Source: an optimization exercise on an open RTL-to-GDS flow (aim: small area and a short achievable clock period). Production flows keep margins and buffers that such runs may drop. Function was checked by simulation only, so behaviour that the tests miss may differ from the original. No activity file was given, so power comes from the tool's default toggle rates.

==> flow/design.v <==
package nmcu_pkg;
  localparam int DATA_WIDTH = 8;
  localparam int ACC_WIDTH  = 32;
  typedef enum logic [1:0] {
    IDLE  = 2'd0,
    ACCUM = 2'd1,
    FLUSH = 2'd2,
    DRAIN = 2'd3
  } pe_mac_state_e;
endpackage
module pe_mac_lane
#(
  parameter int DATA_WIDTH = nmcu_pkg::DATA_WIDTH,
  parameter int ACC_WIDTH  = nmcu_pkg::ACC_WIDTH
) (
  input  logic                  clk,
  input  logic                  load_en,   
  input  logic                  acc_clr,   
  input  logic [DATA_WIDTH-1:0] a,
  input  logic [DATA_WIDTH-1:0] b,
  output logic [ACC_WIDTH-1:0]  acc,
  output logic [DATA_WIDTH-1:0] result,
  output logic                  sat
);
  logic pp0_0;
  logic pp0_1;
  logic pp0_2;
  logic pp0_3;
  logic pp0_4;
  logic pp0_5;
  logic pp0_6;
  logic pp0_7;
  logic pp1_0;
  logic pp1_1;
  logic pp1_2;
  logic pp1_3;
  logic pp1_4;
  logic pp1_5;
  logic pp1_6;
  logic pp1_7;
  logic pp2_0;
  logic pp2_1;
  logic pp2_2;
  logic pp2_3;
  logic pp2_4;
  logic pp2_5;
  logic pp2_6;
  logic pp2_7;
  logic pp3_0;
  logic pp3_1;
  logic pp3_2;
  logic pp3_3;
  logic pp3_4;
  logic pp3_5;
  logic pp3_6;
  logic pp3_7;
  logic pp4_0;
  logic pp4_1;
  logic pp4_2;
  logic pp4_3;
  logic pp4_4;
  logic pp4_5;
  logic pp4_6;
  logic pp4_7;
  logic pp5_0;
  logic pp5_1;
  logic pp5_2;
  logic pp5_3;
  logic pp5_4;
  logic pp5_5;
  logic pp5_6;
  logic pp5_7;
  logic pp6_0;
  logic pp6_1;
  logic pp6_2;
  logic pp6_3;
  logic pp6_4;
  logic pp6_5;
  logic pp6_6;
  logic pp6_7;
  logic pp7_0;
  logic pp7_1;
  logic pp7_2;
  logic pp7_3;
  logic pp7_4;
  logic pp7_5;
  logic pp7_6;
  logic pp7_7;
  logic ms1;
  logic mc1;
  logic ms2;
  logic mc2;
  logic ms3;
  logic mc3;
  logic ms4;
  logic mc4;
  logic ms5;
  logic mc5;
  logic ms6;
  logic mc6;
  logic ms7;
  logic mc7;
  logic ms8;
  logic mc8;
  logic ms9;
  logic mc9;
  logic ms10;
  logic mc10;
  logic ms11;
  logic mc11;
  logic ms12;
  logic mc12;
  logic ms13;
  logic mc13;
  logic ms14;
  logic mc14;
  logic ms15;
  logic mc15;
  logic ms16;
  logic mc16;
  logic ms17;
  logic mc17;
  logic ms18;
  logic mc18;
  logic ms19;
  logic mc19;
  logic ms20;
  logic mc20;
  logic ms21;
  logic mc21;
  logic ms22;
  logic mc22;
  logic ms23;
  logic mc23;
  logic ms24;
  logic mc24;
  logic ms25;
  logic mc25;
  logic ms26;
  logic mc26;
  logic ms27;
  logic mc27;
  logic ms28;
  logic mc28;
  logic ms29;
  logic mc29;
  logic ms30;
  logic mc30;
  logic ms31;
  logic mc31;
  logic ms32;
  logic mc32;
  logic ms33;
  logic mc33;
  logic ms34;
  logic mc34;
  logic ms35;
  logic mc35;
  logic ms36;
  logic mc36;
  logic ms37;
  logic mc37;
  logic ms38;
  logic mc38;
  logic ms39;
  logic mc39;
  logic ms40;
  logic mc40;
  logic ms41;
  logic mc41;
  logic ms42;
  logic mc42;
  assign pp0_0 = a[0] & b[0];
  assign pp0_1 = a[0] & b[1];
  assign pp0_2 = a[0] & b[2];
  assign pp0_3 = a[0] & b[3];
  assign pp0_4 = a[0] & b[4];
  assign pp0_5 = a[0] & b[5];
  assign pp0_6 = a[0] & b[6];
  assign pp0_7 = ~(a[0] & b[7]);
  assign pp1_0 = a[1] & b[0];
  assign pp1_1 = a[1] & b[1];
  assign pp1_2 = a[1] & b[2];
  assign pp1_3 = a[1] & b[3];
  assign pp1_4 = a[1] & b[4];
  assign pp1_5 = a[1] & b[5];
  assign pp1_6 = a[1] & b[6];
  assign pp1_7 = ~(a[1] & b[7]);
  assign pp2_0 = a[2] & b[0];
  assign pp2_1 = a[2] & b[1];
  assign pp2_2 = a[2] & b[2];
  assign pp2_3 = a[2] & b[3];
  assign pp2_4 = a[2] & b[4];
  assign pp2_5 = a[2] & b[5];
  assign pp2_6 = a[2] & b[6];
  assign pp2_7 = ~(a[2] & b[7]);
  assign pp3_0 = a[3] & b[0];
  assign pp3_1 = a[3] & b[1];
  assign pp3_2 = a[3] & b[2];
  assign pp3_3 = a[3] & b[3];
  assign pp3_4 = a[3] & b[4];
  assign pp3_5 = a[3] & b[5];
  assign pp3_6 = a[3] & b[6];
  assign pp3_7 = ~(a[3] & b[7]);
  assign pp4_0 = a[4] & b[0];
  assign pp4_1 = a[4] & b[1];
  assign pp4_2 = a[4] & b[2];
  assign pp4_3 = a[4] & b[3];
  assign pp4_4 = a[4] & b[4];
  assign pp4_5 = a[4] & b[5];
  assign pp4_6 = a[4] & b[6];
  assign pp4_7 = ~(a[4] & b[7]);
  assign pp5_0 = a[5] & b[0];
  assign pp5_1 = a[5] & b[1];
  assign pp5_2 = a[5] & b[2];
  assign pp5_3 = a[5] & b[3];
  assign pp5_4 = a[5] & b[4];
  assign pp5_5 = a[5] & b[5];
  assign pp5_6 = a[5] & b[6];
  assign pp5_7 = ~(a[5] & b[7]);
  assign pp6_0 = a[6] & b[0];
  assign pp6_1 = a[6] & b[1];
  assign pp6_2 = a[6] & b[2];
  assign pp6_3 = a[6] & b[3];
  assign pp6_4 = a[6] & b[4];
  assign pp6_5 = a[6] & b[5];
  assign pp6_6 = a[6] & b[6];
  assign pp6_7 = ~(a[6] & b[7]);
  assign pp7_0 = ~(a[7] & b[0]);
  assign pp7_1 = ~(a[7] & b[1]);
  assign pp7_2 = ~(a[7] & b[2]);
  assign pp7_3 = ~(a[7] & b[3]);
  assign pp7_4 = ~(a[7] & b[4]);
  assign pp7_5 = ~(a[7] & b[5]);
  assign pp7_6 = ~(a[7] & b[6]);
  assign pp7_7 = a[7] & b[7];
  assign ms1 = pp0_6 ^ pp1_5;
  assign mc1 = pp0_6 & pp1_5;
  assign ms2 = pp0_7 ^ pp1_6 ^ pp2_5;
  assign mc2 = (pp0_7 & pp1_6) | (pp0_7 & pp2_5) | (pp1_6 & pp2_5);
  assign ms3 = pp3_4 ^ pp4_3;
  assign mc3 = pp3_4 & pp4_3;
  assign ms4 = 1'b1 ^ pp1_7 ^ pp2_6;
  assign mc4 = (1'b1 & pp1_7) | (1'b1 & pp2_6) | (pp1_7 & pp2_6);
  assign ms5 = pp3_5 ^ pp4_4 ^ pp5_3;
  assign mc5 = (pp3_5 & pp4_4) | (pp3_5 & pp5_3) | (pp4_4 & pp5_3);
  assign ms6 = pp2_7 ^ pp3_6 ^ pp4_5;
  assign mc6 = (pp2_7 & pp3_6) | (pp2_7 & pp4_5) | (pp3_6 & pp4_5);
  assign ms7 = pp0_4 ^ pp1_3;
  assign mc7 = pp0_4 & pp1_3;
  assign ms8 = pp0_5 ^ pp1_4 ^ pp2_3;
  assign mc8 = (pp0_5 & pp1_4) | (pp0_5 & pp2_3) | (pp1_4 & pp2_3);
  assign ms9 = pp3_2 ^ pp4_1;
  assign mc9 = pp3_2 & pp4_1;
  assign ms10 = pp2_4 ^ pp3_3 ^ pp4_2;
  assign mc10 = (pp2_4 & pp3_3) | (pp2_4 & pp4_2) | (pp3_3 & pp4_2);
  assign ms11 = pp5_1 ^ pp6_0 ^ ms1;
  assign mc11 = (pp5_1 & pp6_0) | (pp5_1 & ms1) | (pp6_0 & ms1);
  assign ms12 = pp5_2 ^ pp6_1 ^ pp7_0;
  assign mc12 = (pp5_2 & pp6_1) | (pp5_2 & pp7_0) | (pp6_1 & pp7_0);
  assign ms13 = mc1 ^ ms3 ^ ms2;
  assign mc13 = (mc1 & ms3) | (mc1 & ms2) | (ms3 & ms2);
  assign ms14 = pp6_2 ^ pp7_1 ^ mc3;
  assign mc14 = (pp6_2 & pp7_1) | (pp6_2 & mc3) | (pp7_1 & mc3);
  assign ms15 = mc2 ^ ms4 ^ ms5;
  assign mc15 = (mc2 & ms4) | (mc2 & ms5) | (ms4 & ms5);
  assign ms16 = pp5_4 ^ pp6_3 ^ pp7_2;
  assign mc16 = (pp5_4 & pp6_3) | (pp5_4 & pp7_2) | (pp6_3 & pp7_2);
  assign ms17 = mc4 ^ mc5 ^ ms6;
  assign mc17 = (mc4 & mc5) | (mc4 & ms6) | (mc5 & ms6);
  assign ms18 = pp3_7 ^ pp4_6 ^ pp5_5;
  assign mc18 = (pp3_7 & pp4_6) | (pp3_7 & pp5_5) | (pp4_6 & pp5_5);
  assign ms19 = pp6_4 ^ pp7_3 ^ mc6;
  assign mc19 = (pp6_4 & pp7_3) | (pp6_4 & mc6) | (pp7_3 & mc6);
  assign ms20 = pp4_7 ^ pp5_6 ^ pp6_5;
  assign mc20 = (pp4_7 & pp5_6) | (pp4_7 & pp6_5) | (pp5_6 & pp6_5);
  assign ms21 = pp0_3 ^ pp1_2;
  assign mc21 = pp0_3 & pp1_2;
  assign ms22 = pp2_2 ^ pp3_1 ^ pp4_0;
  assign mc22 = (pp2_2 & pp3_1) | (pp2_2 & pp4_0) | (pp3_1 & pp4_0);
  assign ms23 = pp5_0 ^ mc7 ^ ms9;
  assign mc23 = (pp5_0 & mc7) | (pp5_0 & ms9) | (mc7 & ms9);
  assign ms24 = mc9 ^ mc8 ^ ms10;
  assign mc24 = (mc9 & mc8) | (mc9 & ms10) | (mc8 & ms10);
  assign ms25 = mc10 ^ ms12 ^ mc11;
  assign mc25 = (mc10 & ms12) | (mc10 & mc11) | (ms12 & mc11);
  assign ms26 = mc12 ^ ms14 ^ mc13;
  assign mc26 = (mc12 & ms14) | (mc12 & mc13) | (ms14 & mc13);
  assign ms27 = ms16 ^ mc14 ^ mc15;
  assign mc27 = (ms16 & mc14) | (ms16 & mc15) | (mc14 & mc15);
  assign ms28 = mc16 ^ ms18 ^ ms19;
  assign mc28 = (mc16 & ms18) | (mc16 & ms19) | (ms18 & ms19);
  assign ms29 = pp7_4 ^ mc18 ^ ms20;
  assign mc29 = (pp7_4 & mc18) | (pp7_4 & ms20) | (mc18 & ms20);
  assign ms30 = pp5_7 ^ pp6_6 ^ pp7_5;
  assign mc30 = (pp5_7 & pp6_6) | (pp5_7 & pp7_5) | (pp6_6 & pp7_5);
  assign ms31 = pp0_2 ^ pp1_1;
  assign mc31 = pp0_2 & pp1_1;
  assign ms32 = pp2_1 ^ pp3_0 ^ ms21;
  assign mc32 = (pp2_1 & pp3_0) | (pp2_1 & ms21) | (pp3_0 & ms21);
  assign ms33 = mc21 ^ ms7 ^ ms22;
  assign mc33 = (mc21 & ms7) | (mc21 & ms22) | (ms7 & ms22);
  assign ms34 = mc22 ^ ms8 ^ ms23;
  assign mc34 = (mc22 & ms8) | (mc22 & ms23) | (ms8 & ms23);
  assign ms35 = mc23 ^ ms11 ^ ms24;
  assign mc35 = (mc23 & ms11) | (mc23 & ms24) | (ms11 & ms24);
  assign ms36 = mc24 ^ ms13 ^ ms25;
  assign mc36 = (mc24 & ms13) | (mc24 & ms25) | (ms13 & ms25);
  assign ms37 = ms15 ^ mc25 ^ ms26;
  assign mc37 = (ms15 & mc25) | (ms15 & ms26) | (mc25 & ms26);
  assign ms38 = ms17 ^ mc26 ^ ms27;
  assign mc38 = (ms17 & mc26) | (ms17 & ms27) | (mc26 & ms27);
  assign ms39 = mc17 ^ mc27 ^ ms28;
  assign mc39 = (mc17 & mc27) | (mc17 & ms28) | (mc27 & ms28);
  assign ms40 = mc19 ^ ms29 ^ mc28;
  assign mc40 = (mc19 & ms29) | (mc19 & mc28) | (ms29 & mc28);
  assign ms41 = mc20 ^ ms30 ^ mc29;
  assign mc41 = (mc20 & ms30) | (mc20 & mc29) | (ms30 & mc29);
  assign ms42 = pp6_7 ^ pp7_6 ^ mc30;
  assign mc42 = (pp6_7 & pp7_6) | (pp6_7 & mc30) | (pp7_6 & mc30);
  logic [15:0] row0_d, row0_q;
  assign row0_d = {1'b1, pp7_7, ms42, ms41, ms40, ms39, ms38, ms37, ms36, ms35, ms34, ms33, ms32, pp2_0, pp0_1, pp0_0};
  logic [15:0] row1_d, row1_q;
  assign row1_d = {1'b0, mc42, mc41, mc40, mc39, mc38, mc37, mc36, mc35, mc34, mc33, mc32, mc31, ms31, pp1_0, 1'b0};
  always_ff @(posedge clk) begin
    row0_q <= load_en ? row0_d : 16'hfffe;
    row1_q <= load_en ? row1_d : 16'h0002;
  end
  logic [31:0] acc_q;
  logic        hz_q, ho_q;
  logic ls43;
  logic lc43;
  logic ls44;
  logic lc44;
  logic ls45;
  logic lc45;
  logic ls46;
  logic lc46;
  logic ls47;
  logic lc47;
  logic ls48;
  logic lc48;
  logic ls49;
  logic lc49;
  logic ls50;
  logic lc50;
  logic ls51;
  logic lc51;
  logic ls52;
  logic lc52;
  logic ls53;
  logic lc53;
  logic ls54;
  logic lc54;
  logic ls55;
  logic lc55;
  logic ls56;
  logic lc56;
  logic ls57;
  logic lc57;
  assign ls43 = acc_q[1] ^ row0_q[1];
  assign lc43 = acc_q[1] & row0_q[1];
  assign ls44 = acc_q[2] ^ row0_q[2] ^ row1_q[2];
  assign lc44 = (acc_q[2] & row0_q[2]) | (acc_q[2] & row1_q[2]) | (row0_q[2] & row1_q[2]);
  assign ls45 = acc_q[3] ^ row0_q[3] ^ row1_q[3];
  assign lc45 = (acc_q[3] & row0_q[3]) | (acc_q[3] & row1_q[3]) | (row0_q[3] & row1_q[3]);
  assign ls46 = acc_q[4] ^ row0_q[4] ^ row1_q[4];
  assign lc46 = (acc_q[4] & row0_q[4]) | (acc_q[4] & row1_q[4]) | (row0_q[4] & row1_q[4]);
  assign ls47 = acc_q[5] ^ row0_q[5] ^ row1_q[5];
  assign lc47 = (acc_q[5] & row0_q[5]) | (acc_q[5] & row1_q[5]) | (row0_q[5] & row1_q[5]);
  assign ls48 = acc_q[6] ^ row0_q[6] ^ row1_q[6];
  assign lc48 = (acc_q[6] & row0_q[6]) | (acc_q[6] & row1_q[6]) | (row0_q[6] & row1_q[6]);
  assign ls49 = acc_q[7] ^ row0_q[7] ^ row1_q[7];
  assign lc49 = (acc_q[7] & row0_q[7]) | (acc_q[7] & row1_q[7]) | (row0_q[7] & row1_q[7]);
  assign ls50 = acc_q[8] ^ row0_q[8] ^ row1_q[8];
  assign lc50 = (acc_q[8] & row0_q[8]) | (acc_q[8] & row1_q[8]) | (row0_q[8] & row1_q[8]);
  assign ls51 = acc_q[9] ^ row0_q[9] ^ row1_q[9];
  assign lc51 = (acc_q[9] & row0_q[9]) | (acc_q[9] & row1_q[9]) | (row0_q[9] & row1_q[9]);
  assign ls52 = acc_q[10] ^ row0_q[10] ^ row1_q[10];
  assign lc52 = (acc_q[10] & row0_q[10]) | (acc_q[10] & row1_q[10]) | (row0_q[10] & row1_q[10]);
  assign ls53 = acc_q[11] ^ row0_q[11] ^ row1_q[11];
  assign lc53 = (acc_q[11] & row0_q[11]) | (acc_q[11] & row1_q[11]) | (row0_q[11] & row1_q[11]);
  assign ls54 = acc_q[12] ^ row0_q[12] ^ row1_q[12];
  assign lc54 = (acc_q[12] & row0_q[12]) | (acc_q[12] & row1_q[12]) | (row0_q[12] & row1_q[12]);
  assign ls55 = acc_q[13] ^ row0_q[13] ^ row1_q[13];
  assign lc55 = (acc_q[13] & row0_q[13]) | (acc_q[13] & row1_q[13]) | (row0_q[13] & row1_q[13]);
  assign ls56 = acc_q[14] ^ row0_q[14] ^ row1_q[14];
  assign lc56 = (acc_q[14] & row0_q[14]) | (acc_q[14] & row1_q[14]) | (row0_q[14] & row1_q[14]);
  assign ls57 = acc_q[15] ^ row0_q[15];
  assign lc57 = acc_q[15] & row0_q[15];
  logic [17:0] pg_p, pg_g, lo_sum;
  assign pg_p = {1'b0 ^ 1'b0, lc57 ^ 1'b0, ls57 ^ lc56, ls56 ^ lc55, ls55 ^ lc54, ls54 ^ lc53, ls53 ^ lc52, ls52 ^ lc51, ls51 ^ lc50, ls50 ^ lc49, ls49 ^ lc48, ls48 ^ lc47, ls47 ^ lc46, ls46 ^ lc45, ls45 ^ lc44, ls44 ^ lc43, row1_q[1] ^ ls43, acc_q[0] ^ row0_q[0]};
  assign pg_g = {1'b0 & 1'b0, lc57 & 1'b0, ls57 & lc56, ls56 & lc55, ls55 & lc54, ls54 & lc53, ls53 & lc52, ls52 & lc51, ls51 & lc50, ls50 & lc49, ls49 & lc48, ls48 & lc47, ls47 & lc46, ls46 & lc45, ls45 & lc44, ls44 & lc43, row1_q[1] & ls43, acc_q[0] & row0_q[0]};
  logic bg1, bp1;
  assign bg1 = pg_g[1] | (pg_p[1] & pg_g[0]);
  assign bp1 = pg_p[1] & pg_p[0];
  logic bg2, bp2;
  assign bg2 = pg_g[3] | (pg_p[3] & pg_g[2]);
  assign bp2 = pg_p[3] & pg_p[2];
  logic bg3, bp3;
  assign bg3 = pg_g[5] | (pg_p[5] & pg_g[4]);
  assign bp3 = pg_p[5] & pg_p[4];
  logic bg4, bp4;
  assign bg4 = pg_g[7] | (pg_p[7] & pg_g[6]);
  assign bp4 = pg_p[7] & pg_p[6];
  logic bg5, bp5;
  assign bg5 = pg_g[9] | (pg_p[9] & pg_g[8]);
  assign bp5 = pg_p[9] & pg_p[8];
  logic bg6, bp6;
  assign bg6 = pg_g[11] | (pg_p[11] & pg_g[10]);
  assign bp6 = pg_p[11] & pg_p[10];
  logic bg7, bp7;
  assign bg7 = pg_g[13] | (pg_p[13] & pg_g[12]);
  assign bp7 = pg_p[13] & pg_p[12];
  logic bg8, bp8;
  assign bg8 = pg_g[15] | (pg_p[15] & pg_g[14]);
  assign bp8 = pg_p[15] & pg_p[14];
  logic bg9, bp9;
  assign bg9 = pg_g[17] | (pg_p[17] & pg_g[16]);
  assign bp9 = pg_p[17] & pg_p[16];
  logic bg10, bp10;
  assign bg10 = bg2 | (bp2 & bg1);
  assign bp10 = bp2 & bp1;
  logic bg11, bp11;
  assign bg11 = bg4 | (bp4 & bg3);
  assign bp11 = bp4 & bp3;
  logic bg12, bp12;
  assign bg12 = bg6 | (bp6 & bg5);
  assign bp12 = bp6 & bp5;
  logic bg13, bp13;
  assign bg13 = bg8 | (bp8 & bg7);
  assign bp13 = bp8 & bp7;
  logic bg14, bp14;
  assign bg14 = bg11 | (bp11 & bg10);
  assign bp14 = bp11 & bp10;
  logic bg15, bp15;
  assign bg15 = bg13 | (bp13 & bg12);
  assign bp15 = bp13 & bp12;
  logic bg16, bp16;
  assign bg16 = bg15 | (bp15 & bg14);
  assign bp16 = bp15 & bp14;
  logic bg17, bp17;
  assign bg17 = bg12 | (bp12 & bg14);
  assign bp17 = bp12 & bp14;
  logic bg18, bp18;
  assign bg18 = bg3 | (bp3 & bg10);
  assign bp18 = bp3 & bp10;
  logic bg19, bp19;
  assign bg19 = bg5 | (bp5 & bg14);
  assign bp19 = bp5 & bp14;
  logic bg20, bp20;
  assign bg20 = bg7 | (bp7 & bg17);
  assign bp20 = bp7 & bp17;
  logic bg21, bp21;
  assign bg21 = bg9 | (bp9 & bg16);
  assign bp21 = bp9 & bp16;
  logic bg22, bp22;
  assign bg22 = pg_g[2] | (pg_p[2] & bg1);
  assign bp22 = pg_p[2] & bp1;
  logic bg23, bp23;
  assign bg23 = pg_g[4] | (pg_p[4] & bg10);
  assign bp23 = pg_p[4] & bp10;
  logic bg24, bp24;
  assign bg24 = pg_g[6] | (pg_p[6] & bg18);
  assign bp24 = pg_p[6] & bp18;
  logic bg25, bp25;
  assign bg25 = pg_g[8] | (pg_p[8] & bg14);
  assign bp25 = pg_p[8] & bp14;
  logic bg26, bp26;
  assign bg26 = pg_g[10] | (pg_p[10] & bg19);
  assign bp26 = pg_p[10] & bp19;
  logic bg27, bp27;
  assign bg27 = pg_g[12] | (pg_p[12] & bg17);
  assign bp27 = pg_p[12] & bp17;
  logic bg28, bp28;
  assign bg28 = pg_g[14] | (pg_p[14] & bg20);
  assign bp28 = pg_p[14] & bp20;
  logic bg29, bp29;
  assign bg29 = pg_g[16] | (pg_p[16] & bg16);
  assign bp29 = pg_p[16] & bp16;
  assign lo_sum[0] = pg_p[0];
  assign lo_sum[1] = pg_p[1] ^ pg_g[0];
  assign lo_sum[2] = pg_p[2] ^ bg1;
  assign lo_sum[3] = pg_p[3] ^ bg22;
  assign lo_sum[4] = pg_p[4] ^ bg10;
  assign lo_sum[5] = pg_p[5] ^ bg23;
  assign lo_sum[6] = pg_p[6] ^ bg18;
  assign lo_sum[7] = pg_p[7] ^ bg24;
  assign lo_sum[8] = pg_p[8] ^ bg14;
  assign lo_sum[9] = pg_p[9] ^ bg25;
  assign lo_sum[10] = pg_p[10] ^ bg19;
  assign lo_sum[11] = pg_p[11] ^ bg26;
  assign lo_sum[12] = pg_p[12] ^ bg17;
  assign lo_sum[13] = pg_p[13] ^ bg27;
  assign lo_sum[14] = pg_p[14] ^ bg20;
  assign lo_sum[15] = pg_p[15] ^ bg28;
  assign lo_sum[16] = pg_p[16] ^ bg16;
  assign lo_sum[17] = pg_p[17] ^ bg29;
  logic        inc, dec;
  logic [15:0] hi, hi_next, all1, all0;
  assign inc = lo_sum[17];
  assign dec = !lo_sum[17] && !lo_sum[16];
  assign hi  = acc_q[31:16];
  always_comb begin
    all1[0] = 1'b1;
    all0[0] = 1'b1;
    for (int i = 1; i < 16; i++) begin
      all1[i] = all1[i-1] & hi[i-1];
      all0[i] = all0[i-1] & !hi[i-1];
    end
  end
  assign hi_next = hi ^ (({16{inc}} & all1) | ({16{dec}} & all0));
  logic hz_next, ho_next, z15, o15;
  assign z15 = (hi[15:1] == '0);
  assign o15 = (hi[15:1] == '1);
  assign hz_next = inc ? (o15 & hi[0])
                 : dec ? (z15 & hi[0])
                 :       (z15 & !hi[0]);
  assign ho_next = inc ? (o15 & !hi[0])
                 : dec ? (z15 & !hi[0])
                 :       (o15 & hi[0]);
  always_ff @(posedge clk) begin
    if (load_en && acc_clr) begin
      acc_q <= '0;
      hz_q  <= 1'b1;
      ho_q  <= 1'b0;
    end else begin
      acc_q <= {hi_next, lo_sum[15:0]};
      hz_q  <= hz_next;
      ho_q  <= ho_next;
    end
  end
  logic in_range;
  assign in_range = (hz_q & (acc_q[15:DATA_WIDTH-1] == '0)) ||
                    (ho_q & (acc_q[15:DATA_WIDTH-1] == '1));
  assign acc    = acc_q;
  assign sat    = !in_range;
  assign result = in_range ? acc_q[DATA_WIDTH-1:0]
                           : {acc_q[ACC_WIDTH-1], {(DATA_WIDTH-1){!acc_q[ACC_WIDTH-1]}}};
endmodule
module pe_mac_array
#(
  parameter int DATA_WIDTH = nmcu_pkg::DATA_WIDTH,
  parameter int ACC_WIDTH  = nmcu_pkg::ACC_WIDTH,
  parameter int NUM_LANES  = 8
) (
  input  logic                            clk,
  input  logic                            rst_n,
  input  logic                            in_valid_i,
  output logic                            in_ready_o,
  input  logic [NUM_LANES*DATA_WIDTH-1:0] a_i,
  input  logic [NUM_LANES*DATA_WIDTH-1:0] b_i,
  input  logic                            first_i,
  input  logic                            last_i,
  output logic                            out_valid_o,
  input  logic                            out_ready_i,
  output logic [NUM_LANES*DATA_WIDTH-1:0] result_o,
  output logic [NUM_LANES*ACC_WIDTH-1:0]  acc_o,
  output logic [NUM_LANES-1:0]            sat_o,
  output logic                            busy_o,
  output nmcu_pkg::pe_mac_state_e        state_o
);
  nmcu_pkg::pe_mac_state_e state_q;
  logic          accept;
  logic          open_group;
  assign in_ready_o  = rst_n && ((state_q == nmcu_pkg::IDLE) || (state_q == nmcu_pkg::ACCUM));
  assign accept      = in_valid_i && in_ready_o;
  assign out_valid_o = (state_q == nmcu_pkg::DRAIN);
  assign busy_o      = (state_q != nmcu_pkg::IDLE);
  assign state_o     = state_q;
  assign open_group  = first_i || (state_q == nmcu_pkg::IDLE);
  always_ff @(posedge clk or negedge rst_n) begin
    if (!rst_n) begin
      state_q <= nmcu_pkg::IDLE;
    end else begin
      case (state_q)
        nmcu_pkg::IDLE, nmcu_pkg::ACCUM: if (accept) state_q <= last_i ? nmcu_pkg::FLUSH : nmcu_pkg::ACCUM;
        nmcu_pkg::FLUSH:       state_q <= nmcu_pkg::DRAIN;
        nmcu_pkg::DRAIN:       if (out_ready_i) state_q <= nmcu_pkg::IDLE;
        default:     state_q <= nmcu_pkg::IDLE;
      endcase
    end
  end
  for (genvar n = 0; n < NUM_LANES; n++) begin : g_lane
    pe_mac_lane #(
      .DATA_WIDTH(DATA_WIDTH),
      .ACC_WIDTH (ACC_WIDTH)
    ) u_lane (
      .clk    (clk),
      .load_en(accept),
      .acc_clr(open_group),
      .a      (a_i[n*DATA_WIDTH +: DATA_WIDTH]),
      .b      (b_i[n*DATA_WIDTH +: DATA_WIDTH]),
      .acc    (acc_o[n*ACC_WIDTH +: ACC_WIDTH]),
      .result (result_o[n*DATA_WIDTH +: DATA_WIDTH]),
      .sat    (sat_o[n])
    );
  end
endmodule
==> flow/flow/run.sh <==
#!/bin/bash
# Own layout flow: the standard flow (the standard.sh, all steps) with
# the port buffers made from buf_2 cells instead of ORFS's default choice.
# Each tool's output goes to the ORFS logs under orfs/logs; this script's
# own output goes to run.log.
set -e
{
  echo "== standard.sh"; cat standard.sh
  echo "== config.mk"; cat config.mk
  export BUFFER_PORTS_ARGS="-buffer_cell sky130_fd_sc_hd__buf_2"
  bash standard.sh
} > run.log 2>&1
==> flow/standard.sh <==
#!/bin/bash
# synth_recipe.tcl (not shown) runs the flow's synth.tcl, then flattens the netlist and writes it again
# the make line also repeats each setting of config.mk as NAME=value (left out here)
make -C /OpenROAD-flow-scripts/flow DESIGN_CONFIG=/design/flow/config.mk WORK_HOME=/design/flow/orfs CLKGATE_MAP_FILE= SYNTH_SCRIPT=/design/flow/synth_recipe.tcl "${@:-finish}"
==> flow/config.mk <==
export PLATFORM = sky130hd
export DESIGN_NAME = pe_mac_array
export DESIGN_NICKNAME = pe_mac_array
export VERILOG_FILES = /design/flow/design.v
export SDC_FILE = /design/flow/constraint.sdc
export NUM_CORES = 4
export LEC_CHECK = 0
export CAP_MARGIN = 20
export CORE_MARGIN = 2
export CORE_UTILIZATION = 40
export SETUP_SLACK_MARGIN = 2.5
export SLEW_MARGIN = 20
==> flow/constraint.sdc <==
create_clock -name core_clock -period 6.0 [get_ports {clk}]
set_input_delay 1.2000 -clock core_clock [delete_from_list [all_inputs] [get_ports {clk}]]
set_output_delay 1.2000 -clock core_clock [all_outputs]
set_load 0.01 [all_outputs]
==> run_results.csv, run 1 <==
group,metric,value,unit
route,drtIter0Drc,1143,
power,clkPwrFrac,17.7,%
final_layout,final-seq-area,10200,um^2
power,ir_worst_vdd,0.315,mV
yosys,yosysTopAreaCell,"dfxtp_1",
setup_path,arrival,4240,ps
final_layout,drive_gt1_share,22.2,%
yosys,synthTopCellsByCount,"504 x dfxtp_1, 448 x fa_1, 427 x and2_1, 406 x inv_1, 349 x nand2_1",
worst_hold_path,min_path_type,"in -> async",
clock_tree,hold_buffers,0,
yosys,synth_edf_count,0,
power,p_per_area,545,nW/um^2
setup_path,cp_top_family,"simple AND/OR/NAND/NOR gates",
timing,rsz0062_at_grt,"yes",
setup_path,crit_path_max_fanout,3,
yosys,yosys_warnings,2,
setup_path,r2r_slack,2260,ps
setup_path,worstPathCellList,"fa_1, ha_1, nor2b_4, o2111ai_2, a21boi_2, o31a_1, a221oi_2, ha_2, or4b_4, or4_4, o31ai_4, xnor2_1, nor2_1",
final_layout,final_util,49.8,%
setup_path,r2r-end,"g_lane[0].u_lane.acc_q[27]$_SDFF_PP0_",
setup_path,slowest_stage,"fa_1",
yosys,synth_cell_type_count,67,
floorplan,fp.dieArea,90700,um^2
power,switching_share,42.6,%
yosys,synth_area_leaders,"dfxtp_1 29%, fa_1 25%, and2_1 7.6%",
place,gp_congestion,0.875,
floorplan,pin_count,467,
setup_path,rr_worst_depth,13,
route,wl,92400,um
yosys,synth.most_common_cell,"dfxtp_1",
yosys,netlist_area,35300,um^2
route,vias_per_cell,4.91,
setup_path,startpoint_type,"flop",
floorplan,initial_core_util,40.5,%
floorplan,die_width,301,um
route,ant_nets,0,
setup_path,cp.depth,13,
power,p_int,13.6,mW
final_layout,nNetsFinal,4976,
timing,max_freq,0.267,GHz
yosys,yosysTopAreaCellShare,28.6,%
floorplan,rows,108,
place,dpl.hpwl,70600,um
yosys,synth_ff_type,"dfxtp_1",
clock_tree,cts-root-buf,"clkbuf_16",
route,wl_per_cell,17.1,um
yosys,ys_seq_area_share,28.7,%
route,drt-pass1-iter-count,5,
clock_tree,cts.sinks,506,
floorplan,core_area,87200,um^2
timing,finalSetupViolCount,0,
setup_path,critPathRequiredTime,6490,ps
global_routing,grt_pass1_wl,147000,um
timing,finalCritPeriodShare,62.4,%
setup_path,end_kind,"flop",
timing,max_slew_margin,33.0,%
timing,slew_violations,0,
timing,fin_crit,3740,ps
final_layout,syn_to_final_growth,22.8,%
yosys,synth_nets,4457,
timing,final.setup.tns,0,ps
clock_tree,cts.clk_slew.worst_paths,60,ps
run_status,status,"finished clean",
timing,fin_ws,2260,ps
global_routing,grt_overflow,0,
final_layout,n_fill_cell,8135,
yosys,syn_area_per_cell,9.61,um^2
final_layout,multi_input_area,24700,um^2
setup_path,worstSetupPathType,"reg -> reg",
yosys,synth_cells,3675,
place,place_ws,1920,ps
global_routing,grt_max_degree,159,
global_routing,track_usage,20.3,%
clock_tree,cts_made_buffers,67,
clock_tree,cts_tree,"done",
clock_tree,cts_max_path_buffers,3,
power,p_leak,19.4,nW
route,dr_total_vias,26600,
route,drc_errors,0,
power,p_sw,10.1,mW
clock_tree,h-tree-depth,3,
setup_path,rr_startpoint,"g_lane[0].u_lane.row0_q[2]$_SDFF_PN1_",
yosys,ys_ff_latch,506,
timing,fin_skew,26.9,ps
global_routing,antenna_found_initial,23,
timing,hold_violations,0,
global_routing,grt_pass1_vias,26700,
power,pwr-share-seq,25.7,%
setup_path,max_stage_delay,550,ps
clock_tree,clkLatencyLatePin,610,ps
power,power_frac_comb,56.6,%
yosys,async_flop_share,0.395,%
floorplan,chipHeight,301,um
place,numPortBuffers,466,
timing,tightest_slew,1010,ps
job,cap_violations,0,
setup_path,path_buf_inv,0,
==> worst register-to-register path: cells and delay by family (launching register included) <==
| kind | cells | cell delay, ps |
|---|---|---|
| AOI/OAI and AO/OA | 5 | 1050 |
| and+or+nand+nor | 4 | 1120 |
| xor gates and xnor gates | 1 | 140 |
| DFF | 1 | 320 |
| adders and majority gates | 3 | 990 |
==> worst max path at each step <==
stage | from | to | slack [ps]
6_report | g_lane[0].u_lane.row0_q[2]$_SDFF_PN1_ | g_lane[0].u_lane.acc_q[27]$_SDFF_PP0_ | 2260
2_1_floorplan | g_lane[6].u_lane.row0_q[4]$_SDFF_PN1_ | g_lane[6].u_lane.acc_q[31]$_SDFF_PP0_ | 2230
5_1_grt | g_lane[0].u_lane.row0_q[2]$_SDFF_PN1_ | g_lane[0].u_lane.acc_q[24]$_SDFF_PP0_ | 2100
4_1_cts | g_lane[0].u_lane.acc_q[2]$_SDFF_PP0_ | g_lane[0].u_lane.acc_q[27]$_SDFF_PP0_ | 2170
3_3_place_gp | g_lane[6].u_lane.row0_q[4]$_SDFF_PN1_ | g_lane[6].u_lane.acc_q[31]$_SDFF_PP0_ | 1980
3_5_place_dp | g_lane[6].u_lane.row0_q[4]$_SDFF_PN1_ | g_lane[6].u_lane.acc_q[31]$_SDFF_PP0_ | 1920
==> flip-flops by register name, indices dropped and copies added (netlist names) <==
| name | cells |
|---|---|
| state_q | 2 |
| g_lane.u_lane.acc_q | 256 |
| g_lane.u_lane.row0_q | 120 |
| g_lane.u_lane.hz_q | 8 |
| g_lane.u_lane.ho_q | 8 |
| g_lane.u_lane.row1_q | 112 |
==> through the flow <==
stage | hold slack [ps] | cells | instance area [um^2] | total power, mW
2_1_floorplan | 512 | 3675 | 35600 | 14.6
6_report | 380 | 5413 | 43400 | 23.6
5_1_grt | 355 | 5410 | 43400 | 26.0
3_3_place_gp | 515 | 5188 | 39000 | 17.7
3_5_place_dp | 525 | 5189 | 39000 | 17.9
4_1_cts | 329 | 5367 | 42300 | 23.1
==> metal layers <==
layer	GRT usage [%]	routed length (um)
met5	0	195
met4	6.37	2270
met3	5.37	5660
met2	33.4	43800
met1	26.0	40500
==> power groups by stage <==
| stage | sequential, mW | combinational [mW] | clock (mW) |
|---|---|---|---|
| after floorplan | 5.85 | 8.70 | 0 |
| after global placement | 6.03 | 11.7 | 0 |
| after detailed placement | 6.05 | 11.9 | 0 |
| after CTS | 6.01 | 12.7 | 4.31 |
| after global routing | 6.27 | 15.3 | 4.44 |
| final | 6.07 | 13.4 | 4.17 |
==> repair_timing <==
action,in CTS,in global routing
setup buffers,54,36
pin swaps,79,108
gates resized for setup,115,164
cloned,1,0
endpoints found under the setup margin,132,159
==> area by class of cell <==
class / count / area share, %
repair buffers: 563 / 7.31
multi-input cells: 2650 / 56.9
flip-flops and latches: 506 / 23.5
clock buffers: 96 / 4.50
diodes: 10 / 0.0577
inverters: 406 / 3.51
clock inverters: 27 / 0.874
well taps: 1155 / 3.33
==> placed cells by master, fill, tap and decap left out, drive strengths merged, types with 86 or more instances in the layout <==
cell,Yosys,layout
buf,20,563
dfxtp,504,504
fa,448,448
and2,427,427
inv,406,407
nand2,349,349
nor2,276,276
ha,200,200
nand2b,98,98
clkbuf,94,96
xor2,89,89
xnor2,86,86
==> cells by family after synthesis <==
family	Yosys count	synth area share, %
mux	26	0.747
buf+inv	520	5.73
xor+xnor	175	4.34
flops	506	28.7
simple gates	1470	21.6
fa+ha+maj	648	32.5
compound gates	330	6.37
==> run 2, diff against run 1 <==
--- a/flow/config.mk
+++ b/flow/config.mk
@@ -5,8 +5,9 @@
 export SDC_FILE = /design/flow/constraint.sdc
 export NUM_CORES = 4
 export LEC_CHECK = 0
+export ABC_AREA = 1
 export CAP_MARGIN = 20
 export CORE_MARGIN = 2
 export CORE_UTILIZATION = 40
-export SETUP_SLACK_MARGIN = 2.5
+export SETUP_SLACK_MARGIN = 2.6
 export SLEW_MARGIN = 20
==> run_results.csv, run 2 <==
group,metric,value,unit
run_status,status,"finished clean",
floorplan,initial_core_util,40.5,%
clock_tree,clkLatencyLatePin,600,ps
worst_hold_path,min_path_type,"in -> async",
clock_tree,cts_tree,"done",
global_routing,grt_overflow,0,
route,wl_per_cell,15.3,um
floorplan,chipHeight,306,um
yosys,synth_cells,4571,
setup_path,critPathRequiredTime,4800,ps
final_layout,regMostFlops,"g_lane.u_lane.acc_q",
timing,max_slew_margin,30.6,%
clock_tree,cts_max_path_buffers,3,
clock_tree,cts-root-buf,"clkbuf_16",
job,cap_violations,0,
floorplan,die_width,306,um
yosys,synth_area_leaders,"dfxtp_1 28%, fa_1 25%, nand2_1 10%",
power,pwr-share-seq,26.0,%
timing,max_freq,0.305,GHz
clock_tree,hold_buffers,0,
timing,finalSetupViolCount,0,
route,vias_per_cell,4.66,
power,p_int,13.1,mW
global_routing,antenna_found_initial,6,
global_routing,grt_max_degree,182,
global_routing,track_usage,20.1,%
setup_path,r2r_slack,2770,ps
final_layout,multi_input_area,23000,um^2
timing,fin_ws,2720,ps
setup_path,max_stage_delay,400,ps
power,clkPwrFrac,17.4,%
route,drt-pass1-iter-count,7,
setup_path,worstPathCellList,"nand4_1, or3_1, nand2_4, nor2_1, inv_2, nand2_1, buf_2",
setup_path,cp_top_family,"simple AND/OR/NAND/NOR gates",
clock_tree,cts.clk_slew.worst_paths,60,ps
setup_path,slowest_stage,"or3_1",
yosys,yosys_warnings,2,
yosys,ys_ff_latch,506,
yosys,synth_cell_type_count,58,
power,power.total,23.7,mW
final_layout,drive_gt1_share,21.6,%
clock_tree,cts.sinks,506,
timing,slew_violations,0,
floorplan,fp.dieArea,93800,um^2
yosys,ys_seq_area_share,27.7,%
final_layout,n_fill_cell,8760,
timing,rsz0062_at_grt,"yes",
timing,finalCritPeriodShare,54.7,%
place,placed_area,39700,um^2
route,drc_errors,0,
place,numPortBuffers,466,
power,switching_share,44.6,%
power,p_per_area,546,nW/um^2
setup_path,worstSetupPathType,"reg -> out",
timing,fin_crit,3280,ps
yosys,synth_nets,5353,
power,power_frac_comb,56.7,%
final_layout,reg_top3,"g_lane.u_lane.acc_q: 256 flops, g_lane.u_lane.row0_q: 120 flops, g_lane.u_lane.row1_q: 112 flops",
yosys,synth_ff_type,"dfxtp_1",
clock_tree,h-tree-depth,3,
yosys,synth_edf_count,0,
setup_path,arrival,2080,ps
route,wl,94200,um
yosys,synth.most_common_cell,"nand2_1",
clock_tree,cts_made_buffers,66,
final_layout,final_common_cell,"nand2_1",
yosys,yosysTopAreaCell,"dfxtp_1",
final_layout,nNetsFinal,5726,
floorplan,pin_count,467,
final_layout,final-seq-area,10300,um^2
place,dpl.hpwl,73800,um
yosys,syn_area_per_cell,8.00,um^2
timing,hold_violations,0,
final_layout,largest_reg_flops,256,
yosys,netlist_area,36600,um^2
setup_path,crit_path_max_fanout,9,
floorplan,rows,110,
yosys,async_flop_share,0.395,%
final_layout,final_cell_mix,"967 x nand2_1, 948 x inv_1, 466 x buf_2",
global_routing,grt_pass1_wl,151000,um
power,p_leak,22.4,nW
final_layout,instances_no_fill,6169,
route,dr_total_vias,28800,
timing,fin_skew,23.2,ps
final_layout,stdcell_area,43400,um^2
power,ir_worst_vdd,0.351,mV
setup_path,startpoint_type,"flop",
setup_path,path_buf_inv,2,
power,p_sw,10.6,mW
yosys,yosysTopAreaCellShare,27.6,%
route,ant_nets,0,
route,drtIter0Drc,1794,
setup_path,end_kind,"primary output",
global_routing,grt_pass1_vias,28500,
final_layout,syn_to_final_growth,18.7,%
place,place_ws,2210,ps
floorplan,core_area,90300,um^2
timing,final.setup.tns,0,ps
place,gp_congestion,0.939,
timing,tightest_slew,1040,ps
yosys,synthTopCellsByCount,"1003 x nand2_1, 977 x inv_1, 504 x dfxtp_1, 448 x fa_1, 415 x nor2_1",
place,dp.cells,6015,
-- run 2: cell types whose count changed after synthesis, moves of 38 or more --
| cell | before | now |
|---|---|---|
| nand2_1 | 349 | 1003 |
| inv_1 | 406 | 977 |
| and2_1 | 427 | 1 |
| nor2_1 | 276 | 415 |
| nand2b_1 | 98 | 1 |
| a21oi_1 | 46 | 142 |
| or2_2 | 12 | 83 |
| nand3_1 | 44 | 108 |
| xnor2_1 | 86 | 28 |
| buf_2 | 3 | 56 |
| o21a_1 | 49 | 6 |
| xor2_1 | 89 | 51 |
-- run 2: worst reg2reg max path, delay by kind of cell (launching register included) --
family | cells | cell delay, ps
flops | 1 | 350
simple gates | 9 | 800
buf+inv | 4 | 350
fa+ha+maj | 3 | 1000
compound gates | 4 | 640
-- run 2: worst paths after layout --
check	to	from	cells after the start
max in group asynchronous	state_q[1]$_DFFE_PN0P_	rst_n	1
max	result_o[1]	g_lane[0].u_lane.acc_q[14]$_SDFF_PP0_	7
max reg2reg	g_lane[0].u_lane.acc_q[21]$_SDFF_PP0_	g_lane[0].u_lane.acc_q[2]$_SDFF_PP0_	20
min in group core_clock	g_lane[5].u_lane.acc_q[24]$_SDFF_PP0_	g_lane[5].u_lane.acc_q[24]$_SDFF_PP0_	1
min reg2reg	g_lane[5].u_lane.acc_q[24]$_SDFF_PP0_	g_lane[5].u_lane.acc_q[24]$_SDFF_PP0_	1
min	state_q[0]$_DFFE_PN0P_	rst_n	1
-- run 2: area by class of cell --
cell class	instances	area share, %
Antenna cell	4	0.0231
Clock buffer	96	4.51
Clock inverter	17	0.640
Inverter	992	8.59
Multi-Input combinational cell	2870	53.0
Sequential cell	506	23.7
Tap cell	1176	3.39
Timing Repair Buffer	508	6.17
-- run 2: cells by family after synthesis --
group | count (synthesis) | share of synthesized area, %
AND/OR/NAND/NOR | 1805 | 21.1
adder cells (fa/ha/maj) | 648 | 31.4
AO/OA/AOI/OAI | 338 | 5.13
buffers and inverters | 1195 | 12.7
XOR/XNOR | 79 | 1.89
flip-flops | 506 | 27.7
-- run 2: power groups by stage --
stage	Sequential (mW)	Combinational [mW]	Clock, mW
6_report	6.15	13.4	4.11
5_1_grt	6.36	15.5	4.37
4_1_cts	6.09	12.6	4.23
3_5_place_dp	6.10	12.3	0
3_3_place_gp	6.10	11.9	0
2_1_floorplan	6.02	8.77	0
-- run 2: what timing repair did --
| item | CTS | global route |
|---|---|---|
| resized for setup | 90 | 193 |
| buffers inserted | 8 | 29 |
| pin swaps | 17 | 67 |
| cloned | 0 | 0 |
| setup endpoints to repair | 136 | 154 |
-- run 2: per-stage QoR --
step / util (%) / hold slack (ps)
finish: 48.0 / 394
detailed placement: 44.0 / 472
CTS: 46.9 / 347
global placement: 44.0 / 463
floorplan: - / 484
global route: 48.0 / 364
-- run 2: routing by layer --
| layer | vias up | track usage, % | wire [um] |
|---|---|---|---|
| li1 | 14300 | - | - |
| met1 | 13700 | 26.0 | 41400 |
| met2 | 632 | 33.3 | 44200 |
| met3 | 148 | 4.89 | 6260 |
| met4 | 6 | 6.01 | 2270 |
| met5 | - | 0 | 38 |
==> run 3, diff against run 2 <==
--- a/flow/config.mk
+++ b/flow/config.mk
@@ -9,5 +9,6 @@
 export CAP_MARGIN = 20
 export CORE_MARGIN = 2
 export CORE_UTILIZATION = 40
+export CTS_BUF_LIST = sky130_fd_sc_hd__clkbuf_4 sky130_fd_sc_hd__clkbuf_8
 export SETUP_SLACK_MARGIN = 2.6
 export SLEW_MARGIN = 20
==> run_results.csv, run 3 <==
group,metric,value,unit
power,p_per_area,540,nW/um^2
place,place_ws,2210,ps
yosys,synth-compound-area-share,5.13,%
global_routing,antenna_found_initial,8,
floorplan,die_width,306,um
final_layout,final_util,48.8,%
timing,finalCritPeriodShare,55.0,%
yosys,synth_cell_type_count,58,
final_layout,multi_input_area,23200,um^2
global_routing,track_usage,20.2,%
timing,max_slew_margin,28.5,%
place,dpl.hpwl,73800,um
clock_tree,cts.clk_slew.worst_paths,60,ps
final_layout,regMostFlops,"g_lane.u_lane.acc_q",
yosys,ys_ff_latch,506,
yosys,synthTopCellsByCount,"1003 x nand2_1, 977 x inv_1, 504 x dfxtp_1, 448 x fa_1, 415 x nor2_1",
setup_path,arrival,2100,ps
setup_path,rr_worst_depth,19,
clock_tree,hold_buffers,0,
final_layout,syn_to_final_growth,20.5,%
job,cap_violations,0,
timing,tightest_slew,1070,ps
clock_tree,cts_made_buffers,96,
route,ant_nets,0,
final_layout,n_fill_cell,8736,
floorplan,initial_core_util,40.5,%
timing,max_freq,0.303,GHz
floorplan,pin_count,467,
power,p_int,13.1,mW
route,vias_per_cell,4.65,
timing,fin_ws,2700,ps
route,drt-pass1-iter-count,6,
yosys,ys_seq_area_share,27.7,%
timing,rsz0062_at_grt,"yes",
setup_path,end_kind,"primary output",
timing,fin_crit,3300,ps
power,ir_worst_vdd,0.351,mV
route,wl,95000,um
final_layout,final-seq-area,10300,um^2
global_routing,grt_pass1_vias,28900,
worst_hold_path,min_path_type,"in -> async",
route,drtIter0Drc,1596,
yosys,synth_top_family_by_area,"adder cells",
timing,final.setup.tns,0,ps
final_layout,nNetsFinal,5786,
timing,slew_violations,0,
route,drc_errors,0,
place,numPortBuffers,466,
power,p_sw,10.7,mW
yosys,async_flop_share,0.395,%
floorplan,core_area,90300,um^2
setup_path,rr_startpoint,"g_lane[0].u_lane.acc_q[2]$_SDFF_PP0_",
clock_tree,cts_tree,"done",
clock_tree,h-tree-depth,3,
run_status,status,"finished clean",
final_layout,drive_gt1_share,24.6,%
yosys,synth_ff_type,"dfxtp_1",
yosys,synth_nets,5353,
global_routing,grt_overflow,0,
timing,finalSetupViolCount,0,
clock_tree,cts.sinks,506,
yosys,synth_edf_count,0,
yosys,synth_xor_area_share,1.89,%
final_layout,reg_top3,"g_lane.u_lane.acc_q: 256 flops, g_lane.u_lane.row0_q: 120 flops, g_lane.u_lane.row1_q: 112 flops",
yosys,syn_area_per_cell,8.00,um^2
route,dr_total_vias,29200,
final_layout,final_cell_mix,"944 x inv_1, 926 x nand2_1, 458 x buf_2",
yosys,yosys_warnings,2,
clock_tree,cts-root-buf,"clkbuf_8",
final_layout,largest_reg_flops,256,
setup_path,r2r-end,"g_lane[0].u_lane.acc_q[31]$_SDFF_PP0_",
yosys,yosysTopAreaCell,"dfxtp_1",
power,switching_share,45.0,%
yosys,yosysTopAreaCellShare,27.6,%
yosys,synth.most_common_cell,"nand2_1",
final_layout,final_common_cell,"inv_1",
timing,hold_violations,0,
power,p_leak,22.7,nW
clock_tree,cts_max_path_buffers,3,
global_routing,grt_pass1_wl,152000,um
setup_path,startpoint_type,"flop",
yosys,synth_area_leaders,"dfxtp_1 28%, fa_1 25%, nand2_1 10%",
yosys,yosys.area_share.simple,21.1,%
setup_path,r2r_slack,2740,ps
setup_path,crit_path_max_fanout,5,
setup_path,critPathRequiredTime,4800,ps
yosys,synth_mux_area_share,0,%
yosys,synth_adder_area_share,31.4,%
timing,fin_skew,30.1,ps
global_routing,grt_max_degree,182,
setup_path,worstSetupPathType,"reg -> out",
floorplan,fp.dieArea,93800,um^2
power,pwr-share-seq,26.1,%
floorplan,rows,110,
yosys,netlist_area,36600,um^2
clock_tree,clkLatencyLatePin,720,ps
power,clkPwrFrac,16.5,%
route,wl_per_cell,15.2,um
yosys,synth_cells,4571,
power,power_frac_comb,57.4,%
place,gp_congestion,0.939,
floorplan,chipHeight,306,um
## run 3: cell counts after synthesis
No cell type changed its count.
## run 3: cell families after synthesis
logic type | count (synthesis)
xor+xnor | 79
flops | 506
compound gates | 338
buf+inv | 1195
simple gates | 1805
fa+ha+maj | 648
## run 3: worst max-delay path by stage
stage	startpoint	endpoint	slack (ps)	depth (start not counted)
floorplan	a_i[21]	g_lane[2].u_lane.row0_q[9]$_SDFF_PN1_	2370	10
global placement	a_i[12]	g_lane[1].u_lane.row0_q[10]$_SDFF_PN1_	2250	8
detailed placement	a_i[3]	g_lane[0].u_lane.row0_q[10]$_SDFF_PN1_	2210	8
CTS	g_lane[2].u_lane.acc_q[13]$_SDFF_PP0_	result_o[18]	2570	8
global route	g_lane[3].u_lane.acc_q[11]$_SDFF_PP0_	result_o[26]	2500	9
finish	g_lane[3].u_lane.acc_q[9]$_SDFF_PP0_	result_o[26]	2700	9
## run 3: area by class of cell
cell class | count | area share [%]
Timing Repair Buffer | 538 | 6.79
Multi-Input combinational cell | 2870 | 52.8
Inverter | 992 | 8.49
Sequential cell | 506 | 23.5
Clock inverter | 30 | 0.835
Clock buffer | 148 | 4.27
Antenna cell | 7 | 0.0398
Tap cell | 1176 | 3.34
## run 3: metrics by stage
step | hold WS, ps | power [mW] | instances | area [um^2]
finish | 263 | 23.8 | 6267 | 44000
global route | 198 | 26.4 | 6266 | 44000
CTS | 187 | 22.8 | 6208 | 42500
detailed placement | 472 | 18.4 | 6015 | 39700
global placement | 463 | 18.0 | 6015 | 39700
floorplan | 484 | 14.8 | 4571 | 37500
## run 3: power groups by stage
stage | logic [mW] | clock network, mW | registers (mW)
floorplan | 8.77 | 0 | 6.02
CTS | 12.6 | 4.04 | 6.13
global placement | 11.9 | 0 | 6.10
global route | 15.8 | 4.19 | 6.42
detailed placement | 12.3 | 0 | 6.10
finish | 13.7 | 3.91 | 6.21
## run 3: critical path, stage by stage (launching register included)
cell and delay [ps]:
dfxtp_4 380, nor2_2 100, nand2_1 70, nor3_2 250, nand2_2 140, nand2_8 100
buf_6 130, nand2_2 40, nand2_1 50, buf_2 120
## run 3: routing by layer
metal	GRT usage, %	part of all wire (%)	up-vias
met4	5.97	2.6	6
met5	0	0.040	-
met1	25.9	44	13900
li1	-	-	14500
met2	33.4	47	654
met3	5.37	6.8	175
## run 3: what timing repair did
action                                  4_1_cts  5_1_grt
setup buffers                                15       52
cloned                                        0        0
endpoints found under the setup margin      147      156
pin swaps                                    26      121
resized for setup                           148      271

## static timing again, ports no longer ideal
In the flow no input, the clock included, has a driving cell. The finished layouts below were timed again as built, in two steps. Step 1: set_driving_cell puts a clkbuf_16 on clk and a buf_2 on each other input, an assumption about the parent block. Step 2 moves the port delays by t, midway between the first and last clock arrival at a register: inputs arrive t later, outputs are due t later. That takes back most of the time a late clock gives input paths. a / b / c = no drivers / after step 1 / after step 2; a / b = the first two.
| run | t, ns | slack for setup (ns) | worst hold slack (ns) | worst setup path after step 2 | pins driven straight from the clock port |
|---|---|---|---|---|---|
| run 1 | 0.668 | 2.257 / 2.257 / 2.170 | 0.380 / 0.333 / 0.535 | input to register | 1 |
| run 2 | 0.656 | 2.717 / 2.653 / 2.179 | 0.394 / 0.351 / 0.476 | input to register | 1 |
| run 3 | 0.774 | 2.700 / 2.632 / 2.202 | 0.263 / 0.217 / 0.477 | input to register | 1 |
After both steps setup and hold are still met in every run listed. The setup slack of run 2, which loses most, moves by -0.064 ns with the drivers and by -0.538 ns with both steps.
